This is an optimization exercise on Yosys and OpenROAD, whose aim is small area, a short achievable clock period and few clock cycles per item, not a production implementation.
Only simulation tests tie the RTL to the original design; equivalence was not proved.

==> design.v <==
package sha256_pkg;
  localparam int BLOCK_W = 512;
  localparam int HASH_W  = 256;
  localparam logic [HASH_W-1:0] SHA256_IV =
    256'h6a09e667_bb67ae85_3c6ef372_a54ff53a_510e527f_9b05688c_1f83d9ab_5be0cd19;
  typedef enum logic [1:0] {
    IDLE   = 2'd0,
    RUN    = 2'd1,
    DRAIN  = 2'd2,
    DIGEST = 2'd3
  } ctrl_state_e;
endpackage
module sha256_stream_core (
  input  logic         clk,
  input  logic         rst_n,
  input  logic         blk_valid,
  output logic         blk_ready,
  input  logic [511:0] blk_data,
  input  logic         blk_first,
  input  logic         blk_last,
  output logic         digest_valid,
  input  logic         digest_ready,
  output logic [255:0] digest,
  output logic         error,
  output logic [15:0]  block_count
);
  localparam logic [255:0] IV = sha256_pkg::SHA256_IV;
  function automatic logic [31:0] kconst(input logic [5:0] i);
    case (i)
      6'd0:  kconst = 32'h428a2f98; 6'd1:  kconst = 32'h71374491; 6'd2:  kconst = 32'hb5c0fbcf; 6'd3:  kconst = 32'he9b5dba5;
      6'd4:  kconst = 32'h3956c25b; 6'd5:  kconst = 32'h59f111f1; 6'd6:  kconst = 32'h923f82a4; 6'd7:  kconst = 32'hab1c5ed5;
      6'd8:  kconst = 32'hd807aa98; 6'd9:  kconst = 32'h12835b01; 6'd10: kconst = 32'h243185be; 6'd11: kconst = 32'h550c7dc3;
      6'd12: kconst = 32'h72be5d74; 6'd13: kconst = 32'h80deb1fe; 6'd14: kconst = 32'h9bdc06a7; 6'd15: kconst = 32'hc19bf174;
      6'd16: kconst = 32'he49b69c1; 6'd17: kconst = 32'hefbe4786; 6'd18: kconst = 32'h0fc19dc6; 6'd19: kconst = 32'h240ca1cc;
      6'd20: kconst = 32'h2de92c6f; 6'd21: kconst = 32'h4a7484aa; 6'd22: kconst = 32'h5cb0a9dc; 6'd23: kconst = 32'h76f988da;
      6'd24: kconst = 32'h983e5152; 6'd25: kconst = 32'ha831c66d; 6'd26: kconst = 32'hb00327c8; 6'd27: kconst = 32'hbf597fc7;
      6'd28: kconst = 32'hc6e00bf3; 6'd29: kconst = 32'hd5a79147; 6'd30: kconst = 32'h06ca6351; 6'd31: kconst = 32'h14292967;
      6'd32: kconst = 32'h27b70a85; 6'd33: kconst = 32'h2e1b2138; 6'd34: kconst = 32'h4d2c6dfc; 6'd35: kconst = 32'h53380d13;
      6'd36: kconst = 32'h650a7354; 6'd37: kconst = 32'h766a0abb; 6'd38: kconst = 32'h81c2c92e; 6'd39: kconst = 32'h92722c85;
      6'd40: kconst = 32'ha2bfe8a1; 6'd41: kconst = 32'ha81a664b; 6'd42: kconst = 32'hc24b8b70; 6'd43: kconst = 32'hc76c51a3;
      6'd44: kconst = 32'hd192e819; 6'd45: kconst = 32'hd6990624; 6'd46: kconst = 32'hf40e3585; 6'd47: kconst = 32'h106aa070;
      6'd48: kconst = 32'h19a4c116; 6'd49: kconst = 32'h1e376c08; 6'd50: kconst = 32'h2748774c; 6'd51: kconst = 32'h34b0bcb5;
      6'd52: kconst = 32'h391c0cb3; 6'd53: kconst = 32'h4ed8aa4a; 6'd54: kconst = 32'h5b9cca4f; 6'd55: kconst = 32'h682e6ff3;
      6'd56: kconst = 32'h748f82ee; 6'd57: kconst = 32'h78a5636f; 6'd58: kconst = 32'h84c87814; 6'd59: kconst = 32'h8cc70208;
      6'd60: kconst = 32'h90befffa; 6'd61: kconst = 32'ha4506ceb; 6'd62: kconst = 32'hbef9a3f7; default: kconst = 32'hc67178f2;
    endcase
  endfunction
  function automatic logic [31:0] ivw(input logic [2:0] i);
    ivw = IV[255-32*i -: 32];
  endfunction
  logic        pre3, pre2, pre1;   
  logic        run;                
  logic [5:0]  rnd;
  logic        tail;               
  logic [1:0]  ph;                 
  logic [3:0]  ph1;                
  logic        uiv;                
  logic [5:0]  kn;                 
  logic        inc;                
  logic        pend;               
  logic [1:0]  sc;                 
  logic        dig_pend;           
  logic        chain_ok;           
  logic        nf, nl;             
  logic        cf, cl;             
  logic        cerr;               
  logic        ff_iv;              
  logic [15:0] cnt;
  logic        err;
  logic late, sl, we_e, we_a, fin, busy, accept, c_act, chain_eff, use_iv, run_e;
  logic rdy;                       
  logic ldw;                       
  logic [3:0] ph1_d;
  assign ph1_d = pre1 ? 4'b0001 : {ph1[2:0], ph1[3]};
  logic       run_d, tail_d, inc_d, pend_d, dig_d, rdy_d, ldw_d;
  logic [5:0] rnd_d;
  logic [1:0] ph_d, sc_d;
  always_comb begin
    tail_d = run & (rnd == 6'd63);
    run_d  = run;
    rnd_d  = rnd;
    if (pre1) begin
      run_d = 1'b1;
      rnd_d = '0;
    end else if (run) begin
      rnd_d = rnd + 6'd1;
      if (rnd == 6'd63) run_d = 1'b0;
    end
    ph_d   = pre1 ? 2'd0 : ph + 2'd1;
    inc_d  = (run & (rnd == 6'd60)) ? ~dig_pend : inc;
    pend_d = (tail & ~inc) ? 1'b1 : (fin ? 1'b0 : pend);
    sc_d   = sl ? sc + 2'd1 : 2'd0;
    dig_d  = fin ? cl : (dig_pend & ~digest_ready);
    ldw_d  = ~(accept | pre3 | pre2) & ~(run_d & ~((rnd_d[5:2] == 4'hf) & (ph_d != 2'd0)));
    rdy_d  = ~(accept | pre3 | pre2) &
             (run_d  ? ((rnd_d[5:2] == 4'hf) & (ph_d != 2'd0) & inc_d) :
              tail_d ? inc_d :
              pend_d ? (~dig_d & (sc_d == 2'd3)) : 1'b1);
  end
  assign blk_ready = rdy;
  assign late      = run & (rnd[5:2] == 4'hf);                            
  assign sl        = pend & ~dig_pend;
  assign we_e      = (late & ((ph == 2'd0) ? ~dig_pend : inc)) | sl;
  assign we_a      = (late & (ph != 2'd0) & inc) | (tail & inc) | sl;
  assign fin       = (tail & inc) | (sl & (sc == 2'd3));
  assign busy      = pre3 | pre2 | pre1;
  assign accept    = blk_valid & blk_ready;
  assign c_act     = run | tail | pend;
  assign chain_eff = c_act ? ~cl : chain_ok;
  assign use_iv    = nf | ~chain_eff;    
  assign run_e     = pre1 | (run & ~(rnd == 6'd63));
  assign digest_valid = dig_pend;
  assign error        = err;
  assign block_count  = cnt;
  always_ff @(posedge clk or negedge rst_n) begin
    if (!rst_n) begin
      rdy <= 1'b1; ldw <= 1'b1; pre3 <= 1'b0; pre2 <= 1'b0; pre1 <= 1'b0; run <= 1'b0; rnd <= '0; tail <= 1'b0;
      ph <= '0; ph1 <= 4'b0001; uiv <= 1'b0; kn <= '0; inc <= 1'b0; pend <= 1'b0; sc <= '0; dig_pend <= 1'b0;
      chain_ok <= 1'b0; nf <= 1'b0; nl <= 1'b0; cf <= 1'b0; cl <= 1'b0;
      cerr <= 1'b0; ff_iv <= 1'b0; cnt <= '0; err <= 1'b0;
    end else begin
      pre3 <= accept;
      pre2 <= pre3;
      pre1 <= pre2;
      kn   <= ldw ? 6'd1 : kn + 6'd1;
      ldw  <= ldw_d;
      rdy  <= rdy_d;
      ph   <= ph_d;
      ph1  <= ph1_d;
      if (pre3) uiv <= use_iv;
      tail <= tail_d;
      run  <= run_d;
      rnd  <= rnd_d;
      inc  <= inc_d;
      pend <= pend_d;
      sc   <= sc_d;
      dig_pend <= dig_d;
      if (accept) begin
        nf <= blk_first;
        nl <= blk_last;
      end
      if (pre1) begin
        cf    <= nf;
        cl    <= nl;
        cerr  <= ~nf & ~chain_eff;
        ff_iv <= uiv;
      end
      if (fin) begin
        chain_ok <= ~cl;
        err      <= cf ? 1'b0 : (err | cerr);
        if (cf)             cnt <= 16'd1;
        else if (cnt != '1) cnt <= cnt + 16'd1;
      end
    end
  end
  logic [31:0] a0, a1, a2, a3;       
  logic [31:0] e0, e1, e2, e3;       
  logic [31:0] t1, p, q, kw;         
  logic [31:0] dq;                   
  logic [31:0] kr;                   
  logic [31:0] hw [8];               
  for (genvar i = 0; i < 8; i++) begin : g_dig
    assign digest[255-32*i -: 32] = hw[i];
  end
  function automatic logic [31:0] fa_s(input logic [31:0] x, input logic [31:0] y, input logic [31:0] z);
    fa_s = x ^ y ^ z;
  endfunction
  function automatic logic [31:0] fa_c(input logic [31:0] x, input logic [31:0] y, input logic [31:0] z);
    fa_c = {(x[30:0] & y[30:0]) | (x[30:0] & z[30:0]) | (y[30:0] & z[30:0]), 1'b0};
  endfunction
  logic [31:0] w [15];
  logic [31:0] wx;
  logic        wfirst;             
  logic [31:0] sm0, sm1, w_new, x_new;
  assign sm0   = {w[1][6:0], w[1][31:7]} ^ {w[1][17:0], w[1][31:18]} ^ (w[1] >> 3);
  assign sm1   = {w[13][16:0], w[13][31:17]} ^ {w[13][18:0], w[13][31:19]} ^ (w[13] >> 10);
  assign x_new = (((w[0] ^ {w[1][6:0], w[1][31:7]}) ^ (w[9] ^ {w[1][17:0], w[1][31:18]})) ^ (w[1] >> 3))
                 + fa_c(w[0], w[9], sm0);
  assign w_new = (wfirst ? 32'd0 : sm1) + wx;
  always_ff @(posedge clk) begin
    wfirst <= ldw;
    if (ldw) begin
      for (int i = 0; i < 15; i++) w[i] <= blk_data[511-32*i -: 32];
      wx <= blk_data[31:0];
    end else begin
      for (int i = 0; i < 14; i++) w[i] <= w[i+1];
      w[14] <= w_new;
      wx    <= x_new;
    end
  end
  logic [31:0] bq_e, bq_a, sum_e, sum_a;
  logic        ffiv_d;
  assign ffiv_d = pre1 ? uiv : ff_iv;
  always_ff @(posedge clk) begin
    bq_e <= '0;
    bq_a <= '0;
    for (int k = 0; k < 4; k++) begin
      if (ph1_d[k]) begin
        bq_e <= ffiv_d ? ivw(3'(7 - k)) : hw[7 - k];
        bq_a <= ffiv_d ? ivw(3'((4 - k) % 4)) : hw[(4 - k) % 4];
      end
    end
  end
  assign sum_e = bq_e + e0;
  assign sum_a = bq_a + a0;
  logic [31:0] init [8];
  for (genvar i = 0; i < 8; i++) begin : g_init
    if (i == 0) begin : g_a
      assign init[i] = uiv ? ivw(i) : ((we_a & ph1[0]) ? sum_a : hw[i]);
    end else if (i == 4) begin : g_e
      assign init[i] = uiv ? ivw(i) : ((we_e & ph1[3]) ? sum_e : hw[i]);
    end else begin : g_o
      assign init[i] = uiv ? ivw(i) : hw[i];
    end
  end
  logic [31:0] bs0, bs1, ch, maj, a_new, e_new, t1_new;
  assign bs1    = {e0[5:0], e0[31:6]} ^ {e0[10:0], e0[31:11]} ^ {e0[24:0], e0[31:25]};
  assign ch     = (e0 & e1) | (~e0 & e2);
  assign bs0    = {a0[1:0], a0[31:2]} ^ {a0[12:0], a0[31:13]} ^ {a0[21:0], a0[31:22]};
  assign maj    = (a0 & (a1 | a2)) | (a1 & a2);
  logic [31:0] er6, er11, er25, ar2, ar13, ar22;
  assign er6  = {e0[5:0], e0[31:6]};
  assign er11 = {e0[10:0], e0[31:11]};
  assign er25 = {e0[24:0], e0[31:25]};
  assign ar2  = {a0[1:0], a0[31:2]};
  assign ar13 = {a0[12:0], a0[31:13]};
  assign ar22 = {a0[21:0], a0[31:22]};
  assign a_new  = (((ar2 ^ maj) ^ (ar13 ^ t1)) ^ ar22) + fa_c(bs0, maj, t1);
  assign t1_new = (((er6 ^ ch) ^ (er11 ^ p)) ^ er25) + fa_c(bs1, ch, p);
  assign e_new  = (((er6 ^ ch) ^ (er11 ^ q)) ^ er25) + fa_c(bs1, ch, q);
  logic [31:0] h7_pre, h3_pre;
  assign h7_pre = use_iv ? ivw(7) : hw[7];
  assign h3_pre = use_iv ? ivw(3) : hw[3];
  always_ff @(posedge clk) begin
    kr <= ldw ? kconst(6'd0) : kconst(kn);
    kw <= kr + w[0];
    p  <= e2 + kw;
    q  <= fa_s(e2, kw, dq) + fa_c(e2, kw, dq);
    dq <= pre3 ? h3_pre : (pre2 ? init[2] : (pre1 ? init[1] : a0));
    t1 <= t1_new;
    e0 <= run_e ? e_new : (pre2 ? init[4] : e3);
    e1 <= pre2 ? init[5] : e0;
    e2 <= pre3 ? h7_pre : (pre2 ? init[6] : e1);
    e3 <= e2;
    a0 <= run ? a_new : (pre1 ? init[0] : a3);
    a1 <= pre1 ? init[1] : a0;
    a2 <= pre1 ? init[2] : a1;
    a3 <= a2;
    for (int k = 0; k < 4; k++) begin
      if (we_e & ph1[k]) hw[7 - k]       <= sum_e;
      if (we_a & ph1[k]) hw[(4 - k) % 4] <= sum_a;
    end
  end
endmodule
==> flow/run.sh <==
#!/bin/bash
# Layout flow: the standard ORFS flow (standard.sh, unchanged synthesis)
# with three changes to how the layout is made:
#  - plain buf_1 port buffers instead of delay cells (every port still gets
#    its own buffer; timing repair may upsize them);
#  - clock tree with larger sink clusters and no dummy loads;
#  - a tighter setup margin for ORFS's timing repair steps.
# The make output goes to flow_make.log here; each ORFS step keeps its own
# log under orfs/logs/.
set -euo pipefail
bash standard.sh \
  "BUFFER_PORTS_ARGS=-buffer_cell sky130_fd_sc_hd__buf_1" \
  "CTS_ARGS=-sink_clustering_enable -repair_clock_nets -sink_clustering_size 25 -sink_clustering_max_diameter 80 -dont_use_dummy_load" \
  SETUP_SLACK_MARGIN=7.0 \
  finish > flow_make.log 2>&1
==> standard.sh <==
#!/bin/bash
# synth_recipe.tcl (not shown) runs the flow's synth.tcl, then flattens the netlist and writes it again
# the make line also repeats each setting of config.mk as NAME=value (left out here)
make -C /OpenROAD-flow-scripts/flow DESIGN_CONFIG=/design/flow/config.mk WORK_HOME=/design/flow/orfs CLKGATE_MAP_FILE= SYNTH_SCRIPT=/design/flow/synth_recipe.tcl "${@:-finish}"
==> config.mk <==
export PLATFORM = sky130hd
export DESIGN_NAME = sha256_stream_core
export DESIGN_NICKNAME = sha256_stream_core
export VERILOG_FILES = /design/flow/design.v
export SDC_FILE = /design/flow/constraint.sdc
export NUM_CORES = 4
export LEC_CHECK = 0
export CAP_MARGIN = 20
export CORE_MARGIN = 2
export CORE_UTILIZATION = 55
export PLACE_DENSITY = 0.7
export SLEW_MARGIN = 20
==> constraint.sdc <==
create_clock -name core_clock -period 11.0 [get_ports {clk}]
set_input_delay 2.2000 -clock core_clock [delete_from_list [all_inputs] [get_ports {clk}]]
set_output_delay 2.2000 -clock core_clock [all_outputs]
set_load 0.01 [all_outputs]
==> flow_summary.json, run 1 <==
{
  "cts_tree": "built",
  "top_regs": "w (480), hw (256)",
  "dpl_cell_area_um2": 71300,
  "placed_cells": 9008,
  "row_count": 127,
  "first_pass_iters": 6,
  "vias": 57200,
  "drive_above_1_share_pct": 11.7,
  "period_needed_ns": 4.03,
  "routed_via_density": 6.27,
  "postSynthRegisterBits": 1336,
  "rsz0062_at_grt": "true",
  "critPathCaptureType": "flop",
  "die_x_um": 353,
  "clock-sinks": 1336,
  "hold_viol": 0,
  "final_cells": 9111,
  "synthArstFlopShare_pct": 4.12,
  "tightestPinTransition_ns": 1.25,
  "synthTopCellsByArea": "dfxtp_1 (33%), edfxtp_1 (8.6%), mux2_2 (8.1%), xnor2_1 (6.5%), ha_1 (6.1%)",
  "postSynthAreaPerCell_um2": 9.72,
  "core_um2": 120000,
  "antenna_found_initial": 24,
  "synth_nets": 7770,
  "tns_ns": 0,
  "detail_route.wl_per_cell_um": 29.3,
  "ios": 793,
  "nNetsFinal": 8375,
  "fmax_ghz": 0.248,
  "layout-area-overhead-vs-synth_pct": 10.4,
  "routed_wl_um": 267000,
  "synth_edf_count": 192,
  "yosysMostFrequentCell": "dfxtp_1",
  "initialDrtViolationCount": 7140,
  "slew_headroom_pct": 15.8,
  "io_buffers": 792,
  "grt_pass1_wl_um": 378000,
  "post-route-drc-count": 0,
  "setup_viol": 0,
  "slew_viol_final": 0,
  "cp_slowest_cell": "nand2_1",
  "ys_seq_area_share_pct": 43.2,
  "crit_required_ns": 11.59,
  "crit_chain": "inv_2 > nand2_1 > buf_4 > inv_2 > nand2_1 > buf_4 > or3_1 > o311a_1",
  "synth-main-ff-cell": "dfxtp_1",
  "dieArea_um2": 125000,
  "nFillCells": 10500,
  "clk_pin_slew_worst_paths_ns": 0.10,
  "crit_type": "reg -> reg",
  "grt_start_max_net_pins": 188,
  "grt_remaining_overflow": 0,
  "place_hpwl_um": 208000,
  "min_path_type": "reg -> reg",
  "initial_core_util_pct": 55.6,
  "yosysUniqueCellTypes": 93,
  "largest_register": "w",
  "yosys_warnings": 4,
  "cp-start-kind": "flop",
  "cts_buffer_depth": 3,
  "cts_max_level": 3,
  "cp_max_fo": 19,
  "syn_area_um2": 66900,
  "grt_pass1_vias": 54500,
  "synth_top_area_share_pct": 32.6,
  "synth_commonest_cells": "dfxtp_1 (1089), nand2_1 (619), nor2_1 (522), xnor2_1 (498), mux2_2 (480)",
  "root_buffer": "clkbuf_16",
  "slowest_delay_ns": 0.73,
  "synth_top_area_cell": "dfxtp_1",
  "cts_buffers": 73,
  "skew_ns": 0.0860,
  "hold_buffers": 0,
  "finalCritPeriodShare_pct": 36.7,
  "place_congestion": 1.03,
  "largest_reg_flops": 480,
  "die_y_um": 353,
  "status": "finished clean",
  "clock_latency_ns": 0.70,
  "maxCapViolations": 0,
  "fin_area_um2": 73900,
  "postRouteAntennaNets": 0,
  "synth_cells": 6884,
  "grt_usage_pct": 41.3,
  "worstPathArrival_ns": 4.63
}
[area by class of cell]
| class | instances | area (µm²) | share of cell area, % |
|---|---|---|---|
| Multi-Input combinational cell | 5024 | 36600 | 49.5 |
| Timing Repair Buffer | 883 | 3700 | 5.01 |
| Sequential cell | 1336 | 29100 | 39.3 |
| Antenna cell | 12 | 30.0 | 0.0406 |
| Tap cell | 1612 | 2020 | 2.73 |
| Clock buffer | 73 | 1830 | 2.47 |
| Inverter | 171 | 642 | 0.869 |
[path summary, 6_finish.rpt]
path	start	end	slack (ns)	cells after the start
setup / recovery	pre1$_DFF_PN0_	bq_e[18]$_DFF_P_	6.97	8
hold / removal	a2[21]$_DFF_P_	a3[21]$_DFF_P_	0.31	0
setup reg to reg	pre1$_DFF_PN0_	bq_e[18]$_DFF_P_	6.97	8
hold reg to reg	a2[21]$_DFF_P_	a3[21]$_DFF_P_	0.31	0
max in group asynchronous	rst_n	run$_DFF_PN0_	8.70	2
min in group asynchronous	rst_n	cnt[7]$_DFFE_PN0P_	1.68	2
[per-stage QoR]
stage / hold slack (ns) / worst slack, ns / utilization [%]
6_report: 0.314 / 6.97 / 61.4
4_1_cts: 0.320 / 6.94 / 60.9
2_1_floorplan: 0.333 / 7.21 / -
3_3_place_gp: 0.341 / 6.48 / 59.2
3_5_place_dp: 0.343 / 6.36 / 59.2
5_1_grt: 0.317 / 6.87 / 61.4
[kinds of logic (layout without fill, tap and decap cells)]
family | count (synthesis) | in the layout | synth area share [%]
simple gates | 1629 | 1629 | 10.7
fa+ha+maj | 428 | 428 | 8.24
mux | 520 | 520 | 8.72
other cells | 0 | 12 | 0
compound gates | 1723 | 1723 | 16.6
buf+inv | 524 | 1127 | 2.95
flops | 1336 | 1336 | 43.2
xor+xnor | 724 | 724 | 9.47
[worst max-delay path: cells and delay by family (launching register included)]
| kind | cells | cell delay [ns] |
|---|---|---|
| buf+inv | 4 | 1.66 |
| compound gates | 1 | 0.11 |
| flops | 1 | 0.58 |
| simple gates | 3 | 1.57 |
[layer usage]
metal | global-route usage [%] | wire, µm
met5 | 0 | 145
met4 | 27.3 | 21500
met3 | 8.84 | 27000
met2 | 65.9 | 120000
met1 | 50.5 | 98600
[cells in the final DEF, fill, tap and decap left out, drive strengths merged, types with 53 or more instances in the layout]
cell type | netlist | routed
nand2b | 69 | 69
o22ai | 53 | 53
xor2 | 226 | 226
a21oi | 449 | 449
o21ai | 450 | 450
nor2 | 522 | 522
nor3 | 73 | 73
xnor2 | 498 | 498
inv | 167 | 167
nand2 | 619 | 619
a21o | 150 | 150
clkbuf | 315 | 73
buf | 38 | 883
edfxtp | 192 | 192
mux2 | 481 | 481
ha | 327 | 327
nor2b | 58 | 58
a211oi | 63 | 63
a31oi | 59 | 59
dfxtp | 1089 | 1089
o21a | 56 | 56
nand3 | 98 | 98
maj3 | 60 | 60
[repair_timing]
item	in CTS	in global routing
pin swaps	3	33
endpoints found under the setup margin	36	105
resized for setup	54	108
endpoints found under the hold margin	0	0
setup buffers	3	15
Testbench counts, summed over its fixed seeds: cycles 124,840, blocks 1,920.
==> run 2: changes to the inputs <==
==> flow/run.sh (replaced) <==
#!/bin/bash
# Layout flow: the standard ORFS flow (standard.sh, unchanged synthesis)
# with three changes to how the layout is made:
#  - plain buf_1 port buffers instead of delay cells (every port still gets
#    its own buffer; timing repair may upsize them);
#  - clock tree with larger sink clusters and no dummy loads;
#  - a tighter setup margin for ORFS's timing repair steps, which do not
#    clone gates (a clone added late can be left driving too much load).
# The make output goes to flow_make.log here; each ORFS step keeps its own
# log under orfs/logs/.
set -euo pipefail
bash standard.sh \
  "BUFFER_PORTS_ARGS=-buffer_cell sky130_fd_sc_hd__buf_1" \
  "CTS_ARGS=-sink_clustering_enable -repair_clock_nets -sink_clustering_size 25 -sink_clustering_max_diameter 80 -dont_use_dummy_load" \
  SETUP_SLACK_MARGIN=7.3 \
  SKIP_GATE_CLONING=1 \
  finish > flow_make.log 2>&1
==> run 2 against run 1 <==
Net effect:
- register-to-register slack improved by 0.26 ns
- highest routed layer unchanged
- clock-buffer cell count fell by 1
- critical path type unchanged
- design area rose by 1.8%
- sequential cell count did not move
- fmax rose by 6.9%
- synthesized cell count did not move
- routed wire length fell by 0.25%
==> flow_summary.json, run 2 <==
{
  "initialDrtViolationCount": 7537,
  "cp-start-kind": "flop",
  "synth_top_area_cell": "dfxtp_1",
  "cts_tree": "built",
  "ys_seq_area_share_pct": 43.2,
  "first_pass_iters": 6,
  "final_cells": 9161,
  "cts_buffers": 72,
  "rsz0062_at_grt": "true",
  "die_x_um": 353,
  "vias": 57600,
  "crit_chain": "inv_2 > buf_4 > a21boi_4 > buf_4 > inv_2 > buf_8 > nor3_4 > buf_4 > a221oi_1 > o21ai_0",
  "synth-xor-area-share_pct": 9.47,
  "worstPathArrival_ns": 4.35,
  "mostFrequentLayoutCell": "dfxtp_1",
  "ios": 793,
  "post-route-drc-count": 0,
  "drive_above_1_share_pct": 14.6,
  "critPathMostFrequentCell": "buf_4",
  "cp_slowest_cell": "nor3_4",
  "grt_remaining_overflow": 0,
  "status": "finished clean",
  "routed_wl_um": 267000,
  "grt_pass1_wl_um": 375000,
  "io_buffers": 792,
  "synth_fa_ha_area_share_pct": 8.24,
  "critPathCaptureType": "flop",
  "cp_max_fo": 54,
  "crit_required_ns": 11.58,
  "largest_register": "w",
  "yosysUniqueCellTypes": 93,
  "postSynthAreaPerCell_um2": 9.72,
  "slew_headroom_pct": 17.1,
  "syn_area_um2": 66900,
  "slowest_delay_ns": 0.64,
  "min_path_type": "reg -> reg",
  "top_regs": "w (480), hw (256)",
  "placed_cells": 9001,
  "antenna_found_initial": 20,
  "synth_nets": 7770,
  "slew_viol_final": 0,
  "synth_cells": 6884,
  "fmax_ghz": 0.265,
  "grt_usage_pct": 41.0,
  "synth_top_family_by_area": "compound AO/OA/AOI/OAI gates",
  "routed_via_density": 6.28,
  "synthTopCellsByArea": "dfxtp_1 (33%), edfxtp_1 (8.6%), mux2_2 (8.1%), xnor2_1 (6.5%), ha_1 (6.1%)",
  "yosys_warnings": 4,
  "maxCapViolations": 0,
  "period_needed_ns": 3.77,
  "place_congestion": 1.07,
  "synth-simple-area-share_pct": 10.7,
  "core_um2": 120000,
  "die_y_um": 353,
  "finalCritPeriodShare_pct": 34.3,
  "clock-sinks": 1336,
  "synth_top_area_share_pct": 32.6,
  "synth_edf_count": 192,
  "synth-main-ff-cell": "dfxtp_1",
  "final.setup.worst_slack_ns": 7.23,
  "skew_ns": 0.0603,
  "synth-compound-area-share_pct": 16.6,
  "place_hpwl_um": 206000,
  "nNetsFinal": 8423,
  "cts_max_level": 3,
  "tns_ns": 0,
  "hold_buffers": 0,
  "crit_type": "reg -> reg",
  "clk_pin_slew_worst_paths_ns": 0.09,
  "dieArea_um2": 125000,
  "largest_reg_flops": 480,
  "root_buffer": "clkbuf_16",
  "synth_commonest_cells": "dfxtp_1 (1089), nand2_1 (619), nor2_1 (522), xnor2_1 (498), mux2_2 (480)",
  "detail_route.wl_per_cell_um": 29.1,
  "grt_pass1_vias": 54500,
  "cts_buffer_depth": 3,
  "layout-area-overhead-vs-synth_pct": 12.4,
  "hold_viol": 0,
  "tightestPinTransition_ns": 1.24,
  "yosysMostFrequentCell": "dfxtp_1",
  "initial_core_util_pct": 55.6,
  "clock_latency_ns": 0.70,
  "pre_cts_ws_ns": 6.52,
  "synth_mux_area_share_pct": 8.72,
  "final_cell_mix": "dfxtp_1 (992), buf_1 (782), nand2_1 (611), nor2_1 (508), mux2_2 (480)",
  "synthArstFlopShare_pct": 4.12,
  "setup_viol": 0,
  "row_count": 127,
  "grt_start_max_net_pins": 177,
  "postRouteAntennaNets": 0,
  "postSynthRegisterBits": 1336
}
==> run 2: cell counts after synthesis <==
No cell type changed its count.
==> run 2: worst max-delay path: cells and delay by family, from the launching register on <==
family,cells,cell delay [ns]
buffers and inverters,6,1.70
and+or+nand+nor,1,0.64
AOI/OAI and AO/OA,3,0.55
DFF,1,0.53
==> run 2: metal layers <==
metal,vias to the layer above,GRT usage (%),share of wire [%]
met2,3596,65.1,45
met4,10,27.9,8.6
met5,-,0,0.026
li1,25700,-,-
met1,27400,49.9,37
met3,897,8.80,10
==> run 2: layout make-up <==
class	count	area, µm²
antenna	14	35.0
clock buffer	72	1800
fill	10300	45100
inverter	171	647
multi-input combinational	5024	37400
sequential	1336	29200
tap	1612	2020
timing repair buffer	932	4110
==> run 2: metrics by stage <==
step	util, %	hold WS, ns	area (µm²)
2_1_floorplan	-	0.333	66900
3_3_place_gp	59.2	0.337	71200
3_5_place_dp	59.2	0.343	71200
6_report	62.5	0.319	75200
5_1_grt	62.5	0.322	75200
4_1_cts	61.4	0.321	73800
==> run 2: repair_timing <==
| item | 4_1_cts | 5_1_grt |
|---|---|---|
| gates cloned | 0 | 0 |
| buffers inserted | 24 | 50 |
| endpoints found under the setup margin | 89 | 95 |
| pin swaps | 37 | 82 |
| gates resized for setup | 173 | 232 |
==> run 2: final timing paths <==
kind                       depth (start not counted)                  to           start  slack (ns)
hold reg to reg                                    0      a3[28]$_DFF_P_  a2[28]$_DFF_P_        0.32
min in group asynchronous                          2  cnt[8]$_DFFE_PN0P_           rst_n        1.68
max in group asynchronous                          2       run$_DFF_PN0_           rst_n        8.69
hold / removal                                     0      a3[28]$_DFF_P_  a2[28]$_DFF_P_        0.32
setup reg to reg                                  10    bq_e[10]$_DFF_P_  pre1$_DFF_PN0_        7.23
setup / recovery                                  10    bq_e[10]$_DFF_P_  pre1$_DFF_PN0_        7.23
==> run 2: logic make-up after synthesis <==
| family | Yosys count |
|---|---|
| mux | 520 |
| flops | 1336 |
| buf+inv | 524 |
| xor+xnor | 724 |
| compound gates | 1723 |
| fa+ha+maj | 428 |
| simple gates | 1629 |
==> run 3: changes to the inputs <==
--- a/config.mk
+++ b/config.mk
@@ -10,3 +10,4 @@
 export CORE_UTILIZATION = 55
 export PLACE_DENSITY = 0.7
 export SLEW_MARGIN = 20
+export TNS_END_PERCENT = 50
==> run 3 against run 2 <==
Net effect:
- clock-buffer cell count unchanged
- highest routed layer unchanged
- routed wire length is essentially flat
- worst hold slack got worse by 0.00065 ns
- critical path depth is 5 lower
- largest cell class unchanged
- sequential cell count is the same
- non-clock buffer count down 7
- critical path type unchanged
- sequential share of layout area increased by 0.060 points
- synthesized cell count stayed put
- fmax decreased by 1.9%
- global-route usage barely moved
==> flow_summary.json, run 3 <==
{
  "status": "finished clean",
  "clk_pin_slew_worst_paths_ns": 0.10,
  "period_needed_ns": 3.84,
  "fmax_ghz": 0.260,
  "grt_start_max_net_pins": 177,
  "fin_util_pct": 62.4,
  "row_count": 127,
  "largest_reg_flops": 480,
  "hold_viol": 0,
  "nFillCells": 10300,
  "first_pass_iters": 6,
  "hold_slack_ns": 0.318,
  "tightestPinTransition_ns": 1.24,
  "synth_top_area_cell": "dfxtp_1",
  "synth_cells": 6884,
  "min_path_type": "reg -> reg",
  "synthTopCellsByArea": "dfxtp_1 (33%), edfxtp_1 (8.6%), mux2_2 (8.1%), xnor2_1 (6.5%), ha_1 (6.1%)",
  "setup_viol": 0,
  "grt_pass1_vias": 54500,
  "layout-area-overhead-vs-synth_pct": 12.2,
  "drive_above_1_share_pct": 14.3,
  "synthArstFlopShare_pct": 4.12,
  "synth_edf_count": 192,
  "postSynthAreaPerCell_um2": 9.72,
  "root_buffer": "clkbuf_16",
  "yosys_warnings": 4,
  "initial_core_util_pct": 55.6,
  "synth_commonest_cells": "dfxtp_1 (1089), nand2_1 (619), nor2_1 (522), xnor2_1 (498), mux2_2 (480)",
  "grt_pass1_wl_um": 375000,
  "hold_buffers": 0,
  "die_y_um": 353,
  "cp_max_fo": 28,
  "io_buffers": 792,
  "maxCapViolations": 0,
  "cts_max_level": 3,
  "grt_remaining_overflow": 0,
  "slew_viol_final": 0,
  "routed_via_density": 6.27,
  "ios": 793,
  "initialDrtViolationCount": 7306,
  "yosysMostFrequentCell": "dfxtp_1",
  "postRouteAntennaNets": 0,
  "dieArea_um2": 125000,
  "cp-start-kind": "flop",
  "worstPathArrival_ns": 4.40,
  "antenna_found_initial": 17,
  "grt_usage_pct": 40.9,
  "mostFrequentLayoutCell": "dfxtp_1",
  "critPathCaptureType": "flop",
  "clock-sinks": 1336,
  "clock_latency_ns": 0.70,
  "core_um2": 120000,
  "rsz0062_at_grt": "true",
  "finalCritPeriodShare_pct": 34.9,
  "synth_top_area_share_pct": 32.6,
  "ys_seq_area_share_pct": 43.2,
  "postSynthRegisterBits": 1336,
  "final_cell_mix": "dfxtp_1 (994), buf_1 (790), nand2_1 (611), nor2_1 (510), mux2_2 (480)",
  "synth_nets": 7770,
  "place_hpwl_um": 206000,
  "largest_register": "w",
  "nNetsFinal": 8416,
  "routed_wl_um": 267000,
  "die_x_um": 353,
  "synth-main-ff-cell": "dfxtp_1",
  "r2r-start": "uiv$_DFFE_PN0P_",
  "tns_ns": 0,
  "skew_ns": 0.0601,
  "hold_start": "a2[30]$_DFF_P_",
  "vias": 57400,
  "top_regs": "w (480), hw (256)",
  "crit_type": "reg -> reg",
  "cts_buffer_depth": 3,
  "yosysUniqueCellTypes": 93,
  "cts_buffers": 72,
  "slew_headroom_pct": 16.9,
  "cts_tree": "built",
  "place_congestion": 1.07,
  "syn_area_um2": 66900,
  "detail_route.wl_per_cell_um": 29.1,
  "crit_required_ns": 11.55,
  "startpoint": "uiv$_DFFE_PN0P_",
  "post-route-drc-count": 0
}
## run 3: kinds of logic (layout without fill, tap and decap cells)
family | after synthesis | count (layout) | synth area share [%]
other | 0 | 15 | 0
flip-flops | 1336 | 1336 | 43.2
XOR/XNOR | 724 | 724 | 9.47
multiplexers | 520 | 520 | 8.72
AND/OR/NAND/NOR | 1629 | 1629 | 10.7
AO/OA/AOI/OAI | 1723 | 1723 | 16.6
buffers and inverters | 524 | 1168 | 2.95
adder cells (fa/ha/maj) | 428 | 428 | 8.24
## run 3: final cells by class
| class | instances | area, µm² | share of cell area, % |
|---|---|---|---|
| Multi-Input combinational cell | 5024 | 37400 | 49.8 |
| Sequential cell | 1336 | 29200 | 38.9 |
| Timing Repair Buffer | 925 | 4020 | 5.35 |
| Tap cell | 1612 | 2020 | 2.69 |
| Clock buffer | 72 | 1800 | 2.40 |
| Inverter | 171 | 649 | 0.865 |
| Antenna cell | 15 | 37.5 | 0.0500 |
## run 3: timing repair
| action | CTS | global route |
|---|---|---|
| buffers inserted | 23 | 44 |
| setup endpoints to repair | 89 | 119 |
| gates resized for setup | 160 | 224 |
| pin swaps | 37 | 80 |
## run 3: final timing paths
check | end | slack (ns) | depth (start not counted)
worst min-delay path | a3[30]$_DFF_P_ | 0.32 | 0
max in group asynchronous | run$_DFF_PN0_ | 8.70 | 2
worst max register to register | dq[23]$_DFF_P_ | 7.16 | 5
worst max-delay path | dq[23]$_DFF_P_ | 7.16 | 5
worst min register to register | a3[30]$_DFF_P_ | 0.32 | 0
min in group asynchronous | cnt[8]$_DFFE_PN0P_ | 1.67 | 2
## run 3: critical path, cell delays in order (launching register included)
cell and delay [ns]:
dfrtp_2 0.41, inv_2 0.56, nand2_1 0.90, nor2_4 1.26, a22oi_1 0.18, nand2_1 0.39
## run 3: per-stage QoR
| stage | setup slack (ns) | area, µm² | instances |
|---|---|---|---|
| floorplan | 7.31 | 66900 | 6884 |
| global placement | 6.45 | 71200 | 9001 |
| detailed placement | 6.52 | 71200 | 9001 |
| CTS | 7.17 | 73800 | 9096 |
| global route | 7.14 | 75100 | 9147 |
| finish | 7.16 | 75100 | 9155 |
## run 3: per-layer routing
metal | vias to the layer above | routed length (µm) | global-route usage (%)
met5 | - | 84 | 0
met4 | 12 | 22800 | 28.5
met3 | 921 | 26500 | 8.66
met2 | 3593 | 119000 | 64.9
met1 | 27200 | 98500 | 49.9
li1 | 25700 | - | -
==> run 4: changes to the inputs <==
--- a/flow/run.sh
+++ b/flow/run.sh
@@ -12,6 +12,6 @@
 bash standard.sh \
   "BUFFER_PORTS_ARGS=-buffer_cell sky130_fd_sc_hd__buf_1" \
   "CTS_ARGS=-sink_clustering_enable -repair_clock_nets -sink_clustering_size 25 -sink_clustering_max_diameter 80 -dont_use_dummy_load" \
-  SETUP_SLACK_MARGIN=7.3 \
+  SETUP_SLACK_MARGIN=7.4 \
   SKIP_GATE_CLONING=1 \
   finish > flow_make.log 2>&1
==> run 4 against run 3 <==
Net effect:
- still clean
- die area is the same
- worst hold slack lost 0.0070 ns
- first-iteration DRC count shrank 4.2%
- non-clock buffer count grew 73
- clock-buffer cell count shrank 1
- synthesized cell count is the same
- cell count grew 0.82%
- clock skew grew 0.0037 ns
- highest routed layer unchanged
==> flow_summary.json, run 4 <==
{
  "drive_above_1_share_pct": 17.1,
  "die_y_um": 353,
  "synth_commonest_cells": "dfxtp_1 (1089), nand2_1 (619), nor2_1 (522), xnor2_1 (498), mux2_2 (480)",
  "synth_nets": 7770,
  "place_congestion": 1.03,
  "antenna_found_initial": 25,
  "nNetsFinal": 8488,
  "detail_route.wl_per_cell_um": 29.8,
  "first_pass_iters": 9,
  "cp_slowest_cell": "dfrtp_2",
  "yosysUniqueCellTypes": 93,
  "layout-area-overhead-vs-synth_pct": 14.5,
  "r2r_setup_slack_ns": 7.24,
  "grt_pass1_wl_um": 385000,
  "row_count": 127,
  "status": "finished clean",
  "cp-start-kind": "flop",
  "grt_usage_pct": 42.2,
  "holdPathEnd": "a3[20]$_DFF_P_",
  "top_regs": "w (480), hw (256)",
  "crit_type": "reg -> reg",
  "pre_cts_ws_ns": 6.52,
  "synthArstFlopShare_pct": 4.12,
  "grt_pass1_vias": 55000,
  "min_path_type": "reg -> reg",
  "final_cell_mix": "dfxtp_1 (978), buf_1 (785), nand2_1 (601), nor2_1 (507), mux2_2 (480)",
  "largest_reg_flops": 480,
  "maxCapViolations": 0,
  "postSynthAreaPerCell_um2": 9.72,
  "dieArea_um2": 125000,
  "cts_tree": "built",
  "period_needed_ns": 3.76,
  "io_buffers": 792,
  "core_um2": 120000,
  "cts_buffers": 71,
  "skew_ns": 0.0638,
  "grt_remaining_overflow": 0,
  "synth-simple-area-share_pct": 10.7,
  "place_hpwl_um": 212000,
  "synth-xor-area-share_pct": 9.47,
  "setup_viol": 0,
  "synth_fa_ha_area_share_pct": 8.24,
  "ys_seq_area_share_pct": 43.2,
  "initialDrtViolationCount": 7000,
  "root_buffer": "clkbuf_16",
  "synth-compound-area-share_pct": 16.6,
  "routed_via_density": 6.31,
  "crit_required_ns": 11.55,
  "synth_cells": 6884,
  "tns_ns": 0,
  "synth_top_area_share_pct": 32.6,
  "hold_viol": 0,
  "synth_edf_count": 192,
  "slowest_delay_ns": 0.68,
  "vias": 58200,
  "postSynthRegisterBits": 1336,
  "hold_start": "a2[20]$_DFF_P_",
  "yosysMostFrequentCell": "dfxtp_1",
  "critPathCaptureType": "flop",
  "initial_core_util_pct": 55.6,
  "rsz0062_at_grt": "true",
  "finalCritPeriodShare_pct": 34.2,
  "syn_area_um2": 66900,
  "crit_chain": "buf_6 > nand2_1 > a21boi_2 > buf_4 > inv_2 > buf_6 > nor3_2 > buf_4 > a221oi_1 > o21ai_0",
  "worstPathArrival_ns": 4.32,
  "fmax_ghz": 0.266,
  "largest_register": "w",
  "grt_start_max_net_pins": 111,
  "tightestPinTransition_ns": 1.32,
  "ios": 793,
  "die_x_um": 353,
  "mostFrequentLayoutCell": "dfxtp_1",
  "slew_headroom_pct": 12.2,
  "synth_top_area_cell": "dfxtp_1",
  "clock-sinks": 1336,
  "hold_buffers": 0,
  "synth_top_family_by_area": "compound AO/OA/AOI/OAI gates",
  "r2r_end": "bq_e[22]$_DFF_P_",
  "clk_pin_slew_worst_paths_ns": 0.10,
  "slew_viol_final": 0,
  "clock_latency_ns": 0.70,
  "cts_buffer_depth": 3,
  "synth-main-ff-cell": "dfxtp_1",
  "cts_max_level": 3,
  "final.setup.worst_slack_ns": 7.24,
  "synth_mux_area_share_pct": 8.72,
  "ff2ff_path_depth": 10,
  "postRouteAntennaNets": 0,
  "post-route-drc-count": 0,
  "synthTopCellsByArea": "dfxtp_1 (33%), edfxtp_1 (8.6%), mux2_2 (8.1%), xnor2_1 (6.5%), ha_1 (6.1%)",
  "cp_max_fo": 44,
  "routed_wl_um": 276000,
  "yosys_warnings": 4,
  "r2r-start": "uiv$_DFFE_PN0P_",
  "hold_depth": 0
}
[run 4: repair_timing]
action | 4_1_cts | 5_1_grt
setup endpoints to repair | 192 | 191
gates resized for setup | 284 | 331
pin swaps | 65 | 125
buffers inserted | 54 | 83
[run 4: worst max-delay path by stage]
| stage | from | endpoint | cells after the start |
|---|---|---|---|
| floorplan | e0[26]$_DFF_P_ | e0[31]$_DFF_P_ | 20 |
| CTS | w[1][3]$_DFF_P_ | wx[31]$_DFF_P_ | 17 |
| finish | uiv$_DFFE_PN0P_ | bq_e[22]$_DFF_P_ | 10 |
| detailed placement | e0[12]$_DFF_P_ | e0[31]$_DFF_P_ | 18 |
| global placement | e0[12]$_DFF_P_ | e0[31]$_DFF_P_ | 19 |
| global route | w[1][4]$_DFF_P_ | wx[31]$_DFF_P_ | 17 |
[run 4: stage by stage]
stage               hold WS, ns  util, %  std cells  cell area, µm²
finish                    0.311     63.7       9230           76600
global route              0.317     63.7       9221           76600
CTS                       0.313     61.9       9129           74400
detailed placement        0.343     59.2       9004           71200
global placement          0.340     59.2       9003           71200
floorplan                 0.333        -       6884           66900
[run 4: worst max-delay path: cells and delay by family, from the launching register on]
kind	cells	cell delay, ns
AND/OR/NAND/NOR	2	0.34
buffers and inverters	5	1.76
flip-flops	1	0.68
AO/OA/AOI/OAI	3	0.72
[run 4: cells by family after synthesis]
group / Yosys count
AOI/OAI and AO/OA: 1723
and+or+nand+nor: 1629
DFF: 1336
xor gates and xnor gates: 724
buffers and inverters: 524
muxes: 520
adders and majority gates: 428
[run 4: metal layers]
metal	part of all wire (%)	global-route usage, %
met4	9.0	30.7
met3	10	9.02
met5	0.088	0
met2	44	65.9
met1	36	51.7
[run 4: area by class of cell]
class	count	area, µm²
sequential	1336	29200
timing repair buffer	998	4630
clock buffer	71	1780
fill	10300	43700
tap	1612	2020
antenna	18	45.0
inverter	171	652
multi-input combinational	5024	38300
==> run 5: changes to the inputs <==
--- a/flow/run.sh
+++ b/flow/run.sh
@@ -12,6 +12,6 @@
 bash standard.sh \
   "BUFFER_PORTS_ARGS=-buffer_cell sky130_fd_sc_hd__buf_1" \
   "CTS_ARGS=-sink_clustering_enable -repair_clock_nets -sink_clustering_size 25 -sink_clustering_max_diameter 80 -dont_use_dummy_load" \
-  SETUP_SLACK_MARGIN=7.4 \
+  SETUP_SLACK_MARGIN=7.2 \
   SKIP_GATE_CLONING=1 \
   finish > flow_make.log 2>&1
--- a/config.mk
+++ b/config.mk
@@ -7,7 +7,6 @@
 export LEC_CHECK = 0
 export CAP_MARGIN = 20
 export CORE_MARGIN = 2
-export CORE_UTILIZATION = 55
-export PLACE_DENSITY = 0.7
+export CORE_UTILIZATION = 60
+export PLACE_DENSITY = 0.8
 export SLEW_MARGIN = 20
-export TNS_END_PERCENT = 50
==> run 5 against run 4 <==
Net effect:
- critical path depth is 9 lower
- synthesized cell count is the same
- critical path type is now reg -> out
- register-to-register slack worse by 0.14 ns
- highest routed layer unchanged
==> flow_summary.json, run 5 <==
{
  "tns_ns": 0,
  "ios": 793,
  "fmax_ghz": 0.256,
  "finalCritPeriodShare_pct": 35.5,
  "critPathCapture": "digest[54]",
  "clock-sinks": 1336,
  "grt_pass1_vias": 54400,
  "period_needed_ns": 3.91,
  "first_pass_iters": 8,
  "yosysUniqueCellTypes": 93,
  "synth_mux_area_share_pct": 8.72,
  "crit_cells": 1,
  "grt_start_max_net_pins": 98,
  "critPathBufInv": 1,
  "vias": 57900,
  "synth_cells": 6884,
  "postSynthRegisterBits": 1336,
  "status": "finished clean",
  "pre_cts_ws_ns": 6.38,
  "met2_usage_pct": 67.5,
  "layout-area-overhead-vs-synth_pct": 11.0,
  "r2r_setup_slack_ns": 7.10,
  "final.setup.worst_slack_ns": 7.09,
  "postRouteAntennaNets": 0,
  "cts_tree": "built",
  "root_buffer": "clkbuf_16",
  "synth_top_area_share_pct": 32.6,
  "setup_viol": 0,
  "cp-start-kind": "flop",
  "maxCapViolations": 0,
  "routed_via_density": 6.42,
  "synth-compound-area-share_pct": 16.6,
  "final_cell_mix": "dfxtp_1 (1018), buf_1 (788), nand2_1 (610), nor2_1 (509), mux2_2 (480)",
  "synth_top_family_by_area": "compound AO/OA/AOI/OAI gates",
  "postSynthAreaPerCell_um2": 9.72,
  "use_met3_pct": 12.3,
  "row_count": 122,
  "slowest_delay_ns": 0.56,
  "tightestPinTransition_ns": 1.16,
  "synth_edf_count": 192,
  "critPathCaptureType": "output port",
  "synth-main-ff-cell": "dfxtp_1",
  "cts_buffers": 68,
  "synthArstFlopShare_pct": 4.12,
  "synth-simple-area-share_pct": 10.7,
  "worstPathArrival_ns": 1.71,
  "cts_max_level": 3,
  "initialDrtViolationCount": 7620,
  "place_hpwl_um": 199000,
  "min_path_type": "reg -> reg",
  "skew_ns": 0.0831,
  "initial_core_util_pct": 60.5,
  "slew_headroom_pct": 22.4,
  "rsz0062_at_grt": "true",
  "die_y_um": 338,
  "top_regs": "w (480), hw (256)",
  "synth_top_area_cell": "dfxtp_1",
  "startpoint": "hw[6][22]$_DFFE_PP_",
  "clk_pin_slew_worst_paths_ns": 0.11,
  "dieArea_um2": 114000,
  "die_x_um": 338,
  "post-route-drc-count": 0,
  "largest_register": "w",
  "cts_buffer_depth": 3,
  "r2r_end": "bq_e[0]$_DFF_P_",
  "grt_remaining_overflow": 0,
  "hold_buffers": 0,
  "antenna_found_initial": 25,
  "crit_family": "buffers and inverters",
  "synth_commonest_cells": "dfxtp_1 (1089), nand2_1 (619), nor2_1 (522), xnor2_1 (498), mux2_2 (480)",
  "crit_chain": "buf_1",
  "yosys_warnings": 4,
  "ff2ff_path_depth": 9,
  "core_um2": 111000,
  "grt_usage_pct": 44.0,
  "drive_above_1_share_pct": 13.1,
  "syn_area_um2": 66900,
  "routed_wl_um": 262000,
  "grt_use_met1_pct": 52.4,
  "hold_viol": 0,
  "nNetsFinal": 8397,
  "mostFrequentLayoutCell": "dfxtp_1",
  "synth_nets": 7770,
  "synth_fa_ha_area_share_pct": 8.24,
  "yosysMostFrequentCell": "dfxtp_1",
  "io_buffers": 792,
  "crit_type": "reg -> out",
  "busiest_layer": "met2",
  "hold_slack_ns": 0.314,
  "r2r-start": "pre1$_DFF_PN0_",
  "cp_max_fo": 3,
  "synthTopCellsByArea": "dfxtp_1 (33%), edfxtp_1 (8.6%), mux2_2 (8.1%), xnor2_1 (6.5%), ha_1 (6.1%)",
  "synth-xor-area-share_pct": 9.47,
  "ys_seq_area_share_pct": 43.2,
  "detail_route.wl_per_cell_um": 29.0,
  "place_congestion": 1.04,
  "largest_reg_flops": 480,
  "nFillCells": 8864,
  "crit_required_ns": 8.80,
  "cp_slowest_cell": "buf_1",
  "slew_viol_final": 0,
  "grt_pass1_wl_um": 366000,
  "clock_latency_ns": 0.69
}
==> run 5: cell types whose count changed in the layout (fill, tap and decap cells not counted), moves of 14 or more <==
cell     delta
a21oi_2    -14
ha_2       -19
xnor2_2    -36
xnor2_1    +38
o21ai_0    +17
dfxtp_1    +40
buf_4      -79
a21oi_1    +20
ha_1       +31
dfxtp_4    -29
==> run 5: layout make-up <==
class	count	area [µm²]	share of cell area, %
antenna	22	55.1	0.0741
sequential	1336	29100	39.2
clock buffer	68	1700	2.29
tap	1488	1860	2.50
multi-input combinational	5024	37000	49.8
inverter	171	643	0.865
timing repair buffer	910	3920	5.27
==> run 5: timing repair <==
item                       4_1_cts  5_1_grt
setup endpoints to repair       82       92
pin swaps                       20       66
setup buffers                   16       42
gates resized for setup        102      180
==> run 5: worst min-delay path by stage <==
stage,from,endpoint,slack (ns),cells after the start
floorplan,a2[31]$_DFF_P_,a3[31]$_DFF_P_,0.33,0
global placement,a2[6]$_DFF_P_,a3[6]$_DFF_P_,0.34,0
detailed placement,a2[31]$_DFF_P_,a3[31]$_DFF_P_,0.34,0
CTS,a2[8]$_DFF_P_,a3[8]$_DFF_P_,0.33,0
global route,a2[8]$_DFF_P_,a3[8]$_DFF_P_,0.34,0
finish,a2[8]$_DFF_P_,a3[8]$_DFF_P_,0.31,0
==> run 5: cells by family (layout without fill, tap and decap cells) <==
family,after synthesis,in the layout
compound gates,1723,1723
xor+xnor,724,724
fa+ha+maj,428,428
buf+inv,524,1149
flops,1336,1336
mux,520,520
other cells,0,22
simple gates,1629,1629
==> run 5: metrics by stage <==
step,std cells,util [%],cell area (µm²)
floorplan,6884,-,66900
global placement,8870,64.1,71000
detailed placement,8870,64.2,71000
CTS,8954,66.1,73200
global route,8998,67.1,74300
finish,9019,67.2,74300
==> run 5: per-layer routing <==
| layer | vias to the layer above | share of wire [%] |
|---|---|---|
| met5 | - | 0.067 |
| met4 | 26 | 9.1 |
| met3 | 1028 | 12 |
| met2 | 4013 | 44 |
| met1 | 27300 | 36 |
| li1 | 25600 | - |
==> run 6: changes to the inputs <==
--- a/flow/run.sh
+++ b/flow/run.sh
@@ -12,6 +12,6 @@
 bash standard.sh \
   "BUFFER_PORTS_ARGS=-buffer_cell sky130_fd_sc_hd__buf_1" \
   "CTS_ARGS=-sink_clustering_enable -repair_clock_nets -sink_clustering_size 25 -sink_clustering_max_diameter 80 -dont_use_dummy_load" \
-  SETUP_SLACK_MARGIN=7.2 \
+  SETUP_SLACK_MARGIN=7.3 \
   SKIP_GATE_CLONING=1 \
   finish > flow_make.log 2>&1
--- a/config.mk
+++ b/config.mk
@@ -7,6 +7,6 @@
 export LEC_CHECK = 0
 export CAP_MARGIN = 20
 export CORE_MARGIN = 2
-export CORE_UTILIZATION = 60
-export PLACE_DENSITY = 0.8
+export CORE_UTILIZATION = 50
+export PLACE_DENSITY = 0.65
 export SLEW_MARGIN = 20
==> run 6 against run 5 <==
Net effect:
- still clean on timing, DRC and antenna
- clock-buffer cell count rose by 7
- die area rose by 20%
- non-clock buffer count increased by 43
- design area increased by 1.9%
- register-to-register slack gained 0.19 ns
- routed wire length rose by 2.6%
- sequential cell count stayed put
- critical endpoint is now digest[82]
- largest cell class unchanged
==> flow_summary.json, run 6 <==
{
  "cts_buffer_depth": 3,
  "seq_area_um2": 29200,
  "worstPathArrival_ns": 1.52,
  "cts_buffers": 75,
  "ys_seq_area_share_pct": 43.2,
  "critPathBufInv": 1,
  "core_um2": 133000,
  "tns_ns": 0,
  "rsz0062_at_grt": "true",
  "r2r_setup_slack_ns": 7.29,
  "tightestPinTransition_ns": 1.24,
  "grt_start_max_net_pins": 196,
  "initialDrtViolationCount": 7083,
  "clock_latency_ns": 0.73,
  "critPathCaptureType": "output port",
  "final_cell_mix": "dfxtp_1 (993), buf_1 (790), nand2_1 (604), nor2_1 (509), mux2_2 (480)",
  "synth_fa_ha_area_share_pct": 8.24,
  "routed_via_density": 6.11,
  "slew_viol_final": 0,
  "cp-start-kind": "flop",
  "slew_headroom_pct": 17.1,
  "crit_chain": "buf_1",
  "skew_ns": 0.0883,
  "first_pass_iters": 6,
  "die_x_um": 370,
  "postSynthAreaPerCell_um2": 9.72,
  "dpl_cell_area_um2": 71400,
  "synth-xor-area-share_pct": 9.47,
  "min_path_type": "reg -> reg",
  "post-route-drc-count": 0,
  "place_hpwl_um": 207000,
  "nFillCells": 11900,
  "cts_max_level": 3,
  "grt_pass1_vias": 53900,
  "synth-compound-area-share_pct": 16.6,
  "synth_cells": 6884,
  "synth_nets": 7770,
  "layout-area-overhead-vs-synth_pct": 13.1,
  "mostFrequentLayoutCell": "dfxtp_1",
  "pre_cts_ws_ns": 6.43,
  "root_buffer": "clkbuf_16",
  "synth_mux_area_share_pct": 8.72,
  "use_met3_pct": 7.51,
  "grt_pass1_wl_um": 376000,
  "drive_above_1_share_pct": 15.1,
  "antenna_found_initial": 23,
  "ff2ff_path_depth": 17,
  "cp_slowest_cell": "edfxtp_1",
  "synthArstFlopShare_pct": 4.12,
  "grt_remaining_overflow": 0,
  "yosysMostFrequentCell": "dfxtp_1",
  "status": "finished clean",
  "yosysUniqueCellTypes": 93,
  "hold_buffers": 0,
  "grt_use_met1_pct": 46.3,
  "synthTopCellsByArea": "dfxtp_1 (33%), edfxtp_1 (8.6%), mux2_2 (8.1%), xnor2_1 (6.5%), ha_1 (6.1%)",
  "row_count": 134,
  "initial_core_util_pct": 50.3,
  "place_congestion": 1.04,
  "crit_family": "flip-flops",
  "r2r_end": "wx[31]$_DFF_P_",
  "clock-sinks": 1336,
  "synth-main-ff-cell": "dfxtp_1",
  "postSynthRegisterBits": 1336,
  "r2r-start": "w[1][3]$_DFF_P_",
  "maxCapViolations": 0,
  "holdPathEnd": "a3[13]$_DFF_P_",
  "synth_top_area_share_pct": 32.6,
  "fin_area_um2": 75700,
  "yosys_warnings": 4,
  "finalCritPeriodShare_pct": 33.8,
  "period_needed_ns": 3.72,
  "cts_tree": "built",
  "top_regs": "w (480), hw (256)",
  "synth_top_area_cell": "dfxtp_1",
  "multiInputGateArea_um2": 37500,
  "nNetsFinal": 8447,
  "hold_start": "a2[13]$_DFF_P_",
  "synth_commonest_cells": "dfxtp_1 (1089), nand2_1 (619), nor2_1 (522), xnor2_1 (498), mux2_2 (480)",
  "detail_route.wl_per_cell_um": 28.8,
  "fmax_ghz": 0.269,
  "crit_required_ns": 8.80,
  "setup_viol": 0,
  "syn_area_um2": 66900,
  "cp_max_fo": 3,
  "hold_viol": 0,
  "slowest_delay_ns": 0.61,
  "die_y_um": 370,
  "postRouteAntennaNets": 0,
  "io_buffers": 792,
  "final.setup.worst_slack_ns": 7.28,
  "synth_top_family_by_area": "compound AO/OA/AOI/OAI gates",
  "dieArea_um2": 137000,
  "vias": 57000,
  "ios": 793,
  "largest_register": "w",
  "met2_usage_pct": 61.4,
  "grt_usage_pct": 37.7,
  "synth_edf_count": 192,
  "crit_cells": 1,
  "hold_depth": 0,
  "crit_type": "reg -> out",
  "routed_wl_um": 268000,
  "busiest_layer": "met2",
  "synth-simple-area-share_pct": 10.7,
  "largest_reg_flops": 480,
  "clk_pin_slew_worst_paths_ns": 0.10
}
run 6: cell counts after synthesis:
Identical to the previous run, type by type.
run 6: cell families (layout without fill, tap and decap cells):
kind of cell	Yosys count	in the layout
compound gates	1723	1723
buf+inv	524	1199
flops	1336	1336
xor+xnor	724	724
other cells	0	7
fa+ha+maj	428	428
simple gates	1629	1629
mux	520	520
run 6: timing repair:
action                     4_1_cts  5_1_grt
pin swaps                       50       98
buffers inserted                49       48
resized for setup              204      218
setup endpoints to repair      115       92
run 6: layout make-up:
cell class | instances | area share (%)
multi-input combinational | 5024 | 49.6
sequential | 1336 | 38.5
timing repair buffer | 953 | 5.60
tap | 1768 | 2.92
clock buffer | 75 | 2.48
inverter | 171 | 0.858
antenna | 7 | 0.0231
run 6: metal layers:
| layer | part of all wire, % | vias up |
|---|---|---|
| met1 | 38 | 27300 |
| met4 | 7.3 | 26 |
| li1 | - | 25700 |
| met2 | 45 | 3223 |
| met3 | 9.2 | 750 |
| met5 | 0.064 | - |
run 6: how the worst max path moves through the flow:
stage	startpoint	to	slack (ns)
detailed placement	e0[12]$_DFF_P_	e0[31]$_DFF_P_	6.43
finish	hw[5][18]$_DFFE_PP_	digest[82]	7.28
floorplan	e0[26]$_DFF_P_	e0[31]$_DFF_P_	7.31
CTS	e0[28]$_DFF_P_	e0[31]$_DFF_P_	7.23
global placement	e0[12]$_DFF_P_	e0[31]$_DFF_P_	6.45
global route	w[1][3]$_DFF_P_	wx[31]$_DFF_P_	7.20
run 6: through the flow:
stage	cells	utilization (%)	hold slack [ns]
2_1_floorplan	6884	-	0.333
6_report	9334	56.9	0.343
5_1_grt	9328	56.9	0.355
3_3_place_gp	9153	53.6	0.338
4_1_cts	9278	55.9	0.345
3_5_place_dp	9154	53.6	0.344
==> run 7: changes to the inputs <==
--- a/config.mk
+++ b/config.mk
@@ -7,6 +7,6 @@
 export LEC_CHECK = 0
 export CAP_MARGIN = 20
 export CORE_MARGIN = 2
-export CORE_UTILIZATION = 50
-export PLACE_DENSITY = 0.65
+export CORE_UTILIZATION = 45
+export PLACE_DENSITY = 0.6
 export SLEW_MARGIN = 20
==> run 7 against run 6 <==
Net effect:
- synthesized cell count unchanged
- via count decreased by 1.2%
- largest cell class unchanged
- die area increased by 11%
==> flow_summary.json, run 7 <==
{
  "dieArea_um2": 152000,
  "grt_remaining_overflow": 0,
  "status": "finished clean",
  "nFillCells": 13700,
  "clk_pin_slew_worst_paths_ns": 0.10,
  "synth_top_area_cell": "dfxtp_1",
  "grt_usage_pct": 34.4,
  "detail_route.wl_per_cell_um": 28.8,
  "clock-sinks": 1336,
  "antenna_found_initial": 26,
  "row_count": 141,
  "seq_area_um2": 29200,
  "hold_slack_ns": 0.332,
  "routed_wl_um": 273000,
  "postSynthRegisterBits": 1336,
  "skew_ns": 0.104,
  "grt_start_max_net_pins": 189,
  "rsz0062_at_grt": "true",
  "postRouteAntennaNets": 0,
  "layout-area-overhead-vs-synth_pct": 13.5,
  "cts_tree": "built",
  "worstPathArrival_ns": 4.35,
  "setup_viol": 0,
  "tns_ns": 0,
  "synth-main-ff-cell": "dfxtp_1",
  "clock_latency_ns": 0.75,
  "mostFrequentLayoutCell": "dfxtp_1",
  "crit_type": "reg -> reg",
  "period_needed_ns": 3.81,
  "synth_commonest_cells": "dfxtp_1 (1089), nand2_1 (619), nor2_1 (522), xnor2_1 (498), mux2_2 (480)",
  "cts_buffers": 80,
  "synth_edf_count": 192,
  "core_um2": 148000,
  "critPathCaptureType": "flop",
  "largest_register": "w",
  "cp_max_fo": 3,
  "hold_viol": 0,
  "postSynthAreaPerCell_um2": 9.72,
  "hold_buffers": 0,
  "slew_viol_final": 0,
  "ys_seq_area_share_pct": 43.2,
  "multiInputGateArea_um2": 37600
}
==> run 7: metal layers <==
metal	track usage, %	vias up	share of wire, %
met5	0	-	0.037
met4	16.7	16	5.5
met3	6.39	595	8.3
met2	57.5	2814	47
met1	42.8	27300	39
li1	-	25600	-
==> run 7: stage by stage <==
step	util (%)	area [µm²]	setup slack (ns)	instances
5_1_grt	51.4	76000	7.09	9475
2_1_floorplan	-	66900	7.31	6884
3_5_place_dp	48.5	71600	6.39	9313
3_3_place_gp	48.5	71600	6.32	9312
6_report	51.5	76000	7.19	9483
4_1_cts	50.6	74700	7.22	9435
==> run 7: cell type report <==
cell class,instances,share of cell area [%]
multi-input combinational,5024,49.5
sequential,1336,38.4
timing repair buffer,931,5.38
tap,1930,3.18
clock buffer,80,2.63
inverter,171,0.850
antenna,11,0.0362
==> run 7: worst paths after layout <==
check,start,to,slack [ns],cells past startpoint
max in group asynchronous,rst_n,pre2$_DFF_PN0_,8.65,2
worst min-delay path,a2[13]$_DFF_P_,a3[13]$_DFF_P_,0.33,0
worst min register to register,a2[13]$_DFF_P_,a3[13]$_DFF_P_,0.33,0
worst max register to register,w[1][3]$_DFF_P_,wx[31]$_DFF_P_,7.19,17
worst max-delay path,w[1][3]$_DFF_P_,wx[31]$_DFF_P_,7.19,17
min in group asynchronous,rst_n,ph1[1]$_DFF_PN0_,1.66,2
==> run 7: repair_timing <==
item,4_1_cts,5_1_grt
resized for setup,214,213
setup endpoints to repair,184,83
endpoints found under the hold margin,0,0
setup buffers,42,37
pin swaps,51,101
==> run 7: critical path, stage by stage, from the launching register on <==
cell and delay [ns]:
dfxtp_4 0.39, xor2_4 0.16, xnor2_2 0.20, nand2_1 0.10
a21o_1 0.20, ha_2 0.18, inv_2 0.06, fa_2 0.23
nor2b_4 0.05, o31a_1 0.27, o31a_1 0.26, a41o_1 0.27
o21a_1 0.23, o221ai_4 0.22, o2111ai_2 0.17, a21oi_2 0.20
xnor2_2 0.14, mux2_4 0.28
==> run 7: cell families after synthesis <==
| family | synth area share (%) |
|---|---|
| AO/OA/AOI/OAI | 16.6 |
| XOR/XNOR | 9.47 |
| adder cells (fa/ha/maj) | 8.24 |
| buffers and inverters | 2.95 |
| flip-flops | 43.2 |
| multiplexers | 8.72 |
| AND/OR/NAND/NOR | 10.7 |

## port drivers added, routing unchanged
No port has a modelled driver above. Below, the same layouts with a new extraction and two added sets of constraints. Step 1, drivers: a clkbuf_16 drives clk and a buf_2 each remaining input, both assumed. Step 2 times the ports against the registers' clock, not the clock port: input delays grow and output delays shrink by t, the midpoint of the rising clock arrivals with the driver on. Three values: ideal ports, drivers, drivers and shift; two values: the first two.
| run | shift t [ns] | setup WS [ns] | hold slack, ns | latest minus earliest clock arrival (ns) | worst register clock-pin slew, ns |
|---|---|---|---|---|---|
| run 1 | 0.742 | 6.967 / 6.967 / 6.967 | 0.314 / 0.314 / 0.314 | 0.090 / 0.090 | 0.11 / 0.11 |
| run 2 | 0.756 | 7.229 / 7.178 / 7.229 | 0.319 / 0.319 / 0.319 | 0.061 / 0.061 | 0.11 / 0.11 |
| run 3 | 0.756 | 7.156 / 7.083 / 7.156 | 0.318 / 0.318 / 0.318 | 0.062 / 0.062 | 0.11 / 0.11 |
| run 4 | 0.750 | 7.238 / 7.198 / 7.238 | 0.311 / 0.311 / 0.311 | 0.067 / 0.067 | 0.10 / 0.10 |
| run 5 | 0.733 | 7.091 / 7.013 / 7.100 | 0.314 / 0.314 / 0.314 | 0.090 / 0.090 | 0.11 / 0.11 |
| run 6 | 0.769 | 7.278 / 7.198 / 7.292 | 0.343 / 0.343 / 0.343 | 0.089 / 0.088 | 0.10 / 0.10 |
| run 7 | 0.781 | 7.190 / 7.145 / 7.190 | 0.332 / 0.332 / 0.332 | 0.116 / 0.116 | 0.11 / 0.11 |
After both steps setup and hold are still met in every run listed.
